Source: an optimization exercise on an open RTL-to-GDS flow (aim: small area, a short achievable clock period and few clock cycles). Production flows keep margins and buffers that such runs may drop.
Function was checked by simulation only, so behaviour that the tests miss may differ from the original.
No activity file was given, so power comes from the tool's default toggle rates.

Setup of run A:
==> flow/design.v (excerpt) <==
module csr_nfa_top
(
	input logic clk,
	input logic reset,
	input csr_nfa_pkg::state_idx_t num_states,
	output logic char_ready,
	input logic char_valid,
	input csr_nfa_pkg::symbol_t char_a,
	input csr_nfa_pkg::symbol_t char_b,
	output logic rd_en,
	output csr_nfa_pkg::line_addr_t rd_addr,
	input csr_nfa_pkg::mem_line_t rd_data,
	output logic accept_a,
	output logic accept_b
);
	localparam int NS = 64;    
	localparam int NL = NS / 4 + 1;         
	localparam int PW = 18;                 
	function automatic logic [NL-1:0] low_oh(input logic [NL-1:0] v);
		logic seen;
		seen = 1'b0;
		for (int i = 0; i < NL; i++)
		begin
			low_oh[i] = v[i] && !seen;
			seen = seen || v[i];
		end
	endfunction
	function automatic logic [4:0] enc17(input logic [NL-1:0] oh);
		enc17 = '0;
		for (int i = 0; i < NL; i++)
			if (oh[i])
				enc17 = enc17 | 5'(i);
	endfunction
	function automatic logic [PW-1:0] add_base(input logic [PW-1:0] p, input logic [6:0] b);
		logic [7:0] lo;
		logic [PW-8:0] hi1;
		lo = {1'b0, p[6:0]} + {1'b0, b};
		hi1 = p[PW-1:7] + 1'b1;
		add_base = {lo[7] ? hi1 : p[PW-1:7], lo[6:0]};
	endfunction
	function automatic logic [NL-1:0] dec17(input logic [4:0] g);
		for (int i = 0; i < NL; i++)
			dec17[i] = (g == 5'(i));
	endfunction
	function automatic logic [NL-1:0] need_lines(input logic [NS-1:0] u);
		logic [NS+4:0] ext;
		ext = {4'b0, u, 1'b0};
		for (int g = 0; g < NL; g++)
			need_lines[g] = |ext[4*g +: 5];
	endfunction
	function automatic logic [3:0] line_flags(input logic [NS-1:0] u, input logic [NL-1:0] oh);
		logic [NS+3:0] ext;
		ext = {3'b0, u, 1'b0};
		line_flags = '0;
		for (int g = 0; g < NL; g++)
			line_flags = line_flags | (ext[4*g +: 4] & {4{oh[g]}});
	endfunction
	logic [6:0] n1_q;
	logic [5:0] nm1_q;
	always_ff @(posedge clk)
		if (reset)
		begin
			n1_q <= num_states[6:0] + 7'd1;
			nm1_q <= num_states[5:0] - 6'd1;
		end
	logic running;
	logic quiet;
	logic quiet_d;
	csr_nfa_pkg::symbol_t ca_q;
	csr_nfa_pkg::symbol_t cb_q;
	logic [NS-1:0] cur_a;
	logic [NS-1:0] cur_b;
	logic [NS-1:0] nxt_a;
	logic [NS-1:0] nxt_b;
	logic [NL-1:0] pend;
	logic ir_en;
	logic [15:0] ir_addr;
	logic ir_ptr;
	logic ir_spec;
	logic ir_edge;
	logic [3:0] ir_la;
	logic [3:0] ir_lb;
	logic dt_ptr;
	logic dt_spec;
	logic dt_edge;
  ...
==> flow/config.mk <==
export PLATFORM = sky130hd
export DESIGN_NAME = csr_nfa_top
export DESIGN_NICKNAME = csr_nfa_top
export VERILOG_FILES = /design/flow/design.v
export SDC_FILE = /design/flow/constraint.sdc
export NUM_CORES = 4
export LEC_CHECK = 0
export ABC_AREA = 0
export CAP_MARGIN = 35
export CELL_PAD_IN_SITES_DETAIL_PLACEMENT = 0
export CELL_PAD_IN_SITES_GLOBAL_PLACEMENT = 1
export CORE_MARGIN = 2
export CORE_UTILIZATION = 45
export CTS_CLUSTER_DIAMETER = 80
export CTS_CLUSTER_SIZE = 28
export SETUP_SLACK_MARGIN = 5
export SLEW_MARGIN = 35
==> flow/constraint.sdc <==
create_clock -name core_clock -period 10.0 [get_ports {clk}]
set_input_delay 2.0000 -clock core_clock [delete_from_list [all_inputs] [get_ports {clk}]]
set_output_delay 2.0000 -clock core_clock [all_outputs]
set_load 0.01 [all_outputs]
standard.sh (not shown) runs the stock make flow with config.mk's settings and CLKGATE_MAP_FILE= SYNTH_SCRIPT=/design/flow/synth_recipe.tcl, a recipe that flattens the netlist after the stock synthesis.
==> flow/flow/run.sh <==
#!/bin/bash
# The standard layout, with repair_timing aiming at a larger setup margin
# and plain buffers (instead of the default delay-cell buffers) on the ports
set -euo pipefail
bash standard.sh SETUP_SLACK_MARGIN=6.6 "BUFFER_PORTS_ARGS=-buffer_cell sky130_fd_sc_hd__buf_2" finish > standard_run.log 2>&1
Testbench counts of run A, summed over its fixed seeds: cycles 100,107.
What run B does differently from run A at the input level:
- swapping 28 for 22 in CTS_CLUSTER_SIZE
==> flow/flow/run.sh <==
#!/bin/bash
# The standard layout, with repair_timing aiming at a larger setup margin
# and plain buffers (instead of the default delay-cell buffers) on the ports
set -euo pipefail
bash standard.sh SETUP_SLACK_MARGIN=6.9 "BUFFER_PORTS_ARGS=-buffer_cell sky130_fd_sc_hd__buf_2" finish > standard_run.log 2>&1
[summary]
Going from run A to run B, combinational power higher; average wire per standard cell lower; wire length higher.
For run C, these inputs were changed with respect to run B:
==> flow/flow/run.sh <==
#!/bin/bash
# The standard layout, with repair_timing aiming at a larger setup margin
# and plain buffers (instead of the default delay-cell buffers) on the ports
set -euo pipefail
bash standard.sh SETUP_SLACK_MARGIN=6.3 "BUFFER_PORTS_ARGS=-buffer_cell sky130_fd_sc_hd__buf_2" finish > standard_run.log 2>&1
Findings:
- Run C: flow completed, timing, DRC and antenna clean
- Per the comparison of run C with run B, wire length after detailed routing went down by about 3%, final cell count decreased 175, power in the clock group shrank by about 5%.
- | instance count after placement with tap cells included | run C vs run B | ≈ equal |
- Compare run C and run B | area added between synthesis and finish lower: run C
- Sort run C and run B by highest achievable clock rate, descending, and run B comes first.

---

## north
csr_nfa_top, a different RTL version from the one above (not shown whole).
Size: ~550 flip-flops, roughly 190 I/O pins.
clock: 10.0 ns
lec_check: 0
abc_area: 1
cap_margin: 20
cell_pad_in_sites_detail_placement: 1
cell_pad_in_sites_global_placement: 2
core_margin: 2
core_utilization: 50
setup_slack_margin: 5
slew_margin: 20
run.sh (not shown) runs the stock make flow with config.mk's settings and CLKGATE_MAP_FILE= SYNTH_SCRIPT=/design/flow/synth_recipe.tcl, a recipe that flattens the netlist after the stock synthesis.
Stock flow here: none of the scripts above is used.
north never completed; the flow aborted with a tool error in global placement (3_3_place_gp).
Testbench counts of north, summed over its fixed seeds: cycles 112,731.
> inputs changed (north -> south)
Settings: SETUP_SLACK_MARGIN removed (was 5); CORE_UTILIZATION changed from 50 to 35.
south against north: average footprint of a synthesized cell barely changed; number of rows in the core area moved up; count of flip-flops with a built-in enable after synthesis flat. Both conditions hold for south: the flow ran to the end and the final layout passed the timing, design-rule and antenna checks. Seen in the log of north: GPL-0301 during global placement (3_3_place_gp), after which the run never completed. Taking north as the reference, in south number of synthesized register bits was more or less identical, fraction of the mapped netlist area in adder cells has remained practically unchanged.
Input-level comparison between east and south:
Settings: SETUP_SLACK_MARGIN: unset -> 5; ABC_CLOCK_PERIOD_IN_PS: unset -> 3500; CORE_UTILIZATION: 35 -> 50; ABC_AREA: 1 -> 0.
### Flow results
Compare east and south | routability congestion estimate lower: south. Across both runs, number of logic inverters in the finished layout was lower for east than for south. Compared with south, east shows cell depth of the worst min-delay path lower by 2. Taking south as the reference, in east maximum net fanout on the critical path lost 63, number of antenna repair diodes grew by 3, non-clock buffer count increased by 54 relative to the old numbers, clock power share rose by 1.5 points, horizontal extent of the die saw a decrease. Count of clock-buffer cells in the layout, east and south, higher one = south. Going from south to east, fraction of standard cell area in multi-input logic higher, total number of vias lower.

---

Another version of the RTL of csr_nfa_top (not shown whole).
For scale: roughly 560 flip-flops, ~190 I/O pins.
clock: 10.0 ns
lec_check: 0
abc_area: 0
cap_margin: 35
cell_pad_in_sites_detail_placement: 0
cell_pad_in_sites_global_placement: 1
core_margin: 2
core_utilization: 45
setup_slack_margin: 5
slew_margin: 35
standard.sh (not shown) runs the stock make flow with config.mk's settings and CLKGATE_MAP_FILE= SYNTH_SCRIPT=/design/flow/synth_recipe.tcl, a recipe that flattens the netlist after the stock synthesis.
==> flow/flow/run.sh <==
#!/bin/bash
# The standard layout, with repair_timing aiming at a larger setup margin
set -euo pipefail
bash standard.sh SETUP_SLACK_MARGIN=6 finish > standard_run.log 2>&1
The first run completed with no timing, DRC or antenna violations.
Testbench counts at the start, summed over its fixed seeds: cycles 103,859.
Then changed:
==> flow/flow/run.sh (replaced) <==
#!/bin/bash
# The standard layout, with repair_timing aiming at a larger setup margin
set -euo pipefail
bash standard.sh SETUP_SLACK_MARGIN=6.6 finish > standard_run.log 2>&1
The changed run finished with timing, DRC and antenna clean.
Routed wire length climbs by 3.7%.
Synthesized area stays the same.
Global-route usage climbs by 0.93 points.
Core utilization climbs by 2.8 points.
Die area stays the same.

---

== amber ==
csr_nfa_top with an RTL version that a note above also has.
Size: roughly 3,200 cells after synthesis, roughly 190 I/O pins.
clock: 10.0 ns
lec_check: 0
abc_area: 0
cap_margin: 35
cell_pad_in_sites_detail_placement: 0
cell_pad_in_sites_global_placement: 1
core_margin: 2
core_utilization: 45
cts_cluster_diameter: 80
cts_cluster_size: 22
setup_slack_margin: 5
slew_margin: 35
==> flow/flow/run.sh <==
#!/bin/bash
# The standard layout, with repair_timing aiming at a larger setup margin
# and plain buffers (instead of the default delay-cell buffers) on the ports
set -euo pipefail
bash standard.sh SETUP_SLACK_MARGIN=6.6 "BUFFER_PORTS_ARGS=-buffer_cell sky130_fd_sc_hd__buf_2" finish > standard_run.log 2>&1
Testbench counts of amber, summed over its fixed seeds: cycles 100,107.
Inputs modified between amber and raven:
==> flow/flow/run.sh <==
#!/bin/bash
# The standard layout, with repair_timing aiming at a larger setup margin
# and plain buffers (instead of the default delay-cell buffers) on the ports
set -euo pipefail
bash standard.sh SETUP_SLACK_MARGIN=6.6 "BUFFER_PORTS_ARGS=-buffer_cell sky130_fd_sc_hd__buf_4" finish > standard_run.log 2>&1
Maximum number of pins on one net before global-route repair grows by more than 10% when moving from amber to raven.
amber and raven ended up with nearly the same final sum of negative setup slack.
The count of flip-flops with a built-in enable after synthesis of amber and that of raven are within noise of each other.
Sequential share of layout area was higher in amber than in raven.
Between raven and amber, it is raven whose power of the clock network is lower, by about 3%.
Cell with the largest stage delay on the worst path: fa_1 -> amber, nor3_1 -> raven
Relative to amber, final worst setup slack has gone up in raven.
Comparing raven with amber, the clock latency of the later-clocked register in the worst-skew pair came out essentially unchanged.
Per the comparison of raven with amber, final estimated routing congestion in global placement shrank by 0.0043, register-to-register slack grew by 110 ps.

[static timing again, ports no longer ideal]
The flow's constraints put no driver on any port. The routed layouts listed below were extracted and timed again, unchanged, in two steps.
Step 1, drivers: a clkbuf_16 drives clk and a buf_2 each remaining input, both assumed.
Step 2 adds t to the input delays and takes it off the output delays; t is the mean of the earliest and latest rising clock arrival at the registers after step 1. Input paths then give back, and output paths get back, about the clock's delay inside the block.
Three values: no drivers, after step 1, after step 2; two values: the first two.
| run | t, ns | setup WS [ns] | hold WS [ns] | latest minus earliest clock arrival (ns) | worst data-port slew with drivers (ns) |
|---|---|---|---|---|---|
| run A | 0.655 | 6.458 / 6.458 / 5.971 | 0.466 / 0.466 / 0.466 | 0.036 / 0.036 | 0.07 |
| run B | 0.657 | 6.574 / 6.591 / 5.934 | 0.458 / 0.458 / 0.458 | 0.026 / 0.025 | 0.09 |
| run C | 0.663 | 6.337 / 6.386 / 5.723 | 0.460 / 0.460 / 0.460 | 0.040 / 0.041 | 0.04 |
| south | 0.697 | 4.663 / 4.663 / 4.295 | 0.453 / 0.453 / 0.453 | 0.029 / 0.029 | 0.07 |
| east | 0.706 | 5.101 / 5.101 / 4.594 | 0.440 / 0.440 / 0.440 | 0.036 / 0.037 | 0.06 |
| the first run of note 3 | 0.718 | 6.056 / 6.053 / 5.383 | 0.454 / 0.454 / 0.454 | 0.055 / 0.055 | 0.06 |
| the second run of note 3 | 0.703 | 6.452 / 6.448 / 5.745 | 0.447 / 0.447 / 0.447 | 0.038 / 0.038 | 0.09 |
| amber | 0.651 | 6.461 / 6.461 / 6.003 | 0.460 / 0.460 / 0.460 | 0.044 / 0.045 | 0.06 |
| raven | 0.661 | 6.573 / 6.573 / 5.977 | 0.455 / 0.455 / 0.455 | 0.047 / 0.047 | 0.06 |
After both steps setup and hold are still met in every run listed. The setup slack of the second run of note 3, which loses most, moves by -0.004 ns with the drivers and by -0.707 ns with both steps.
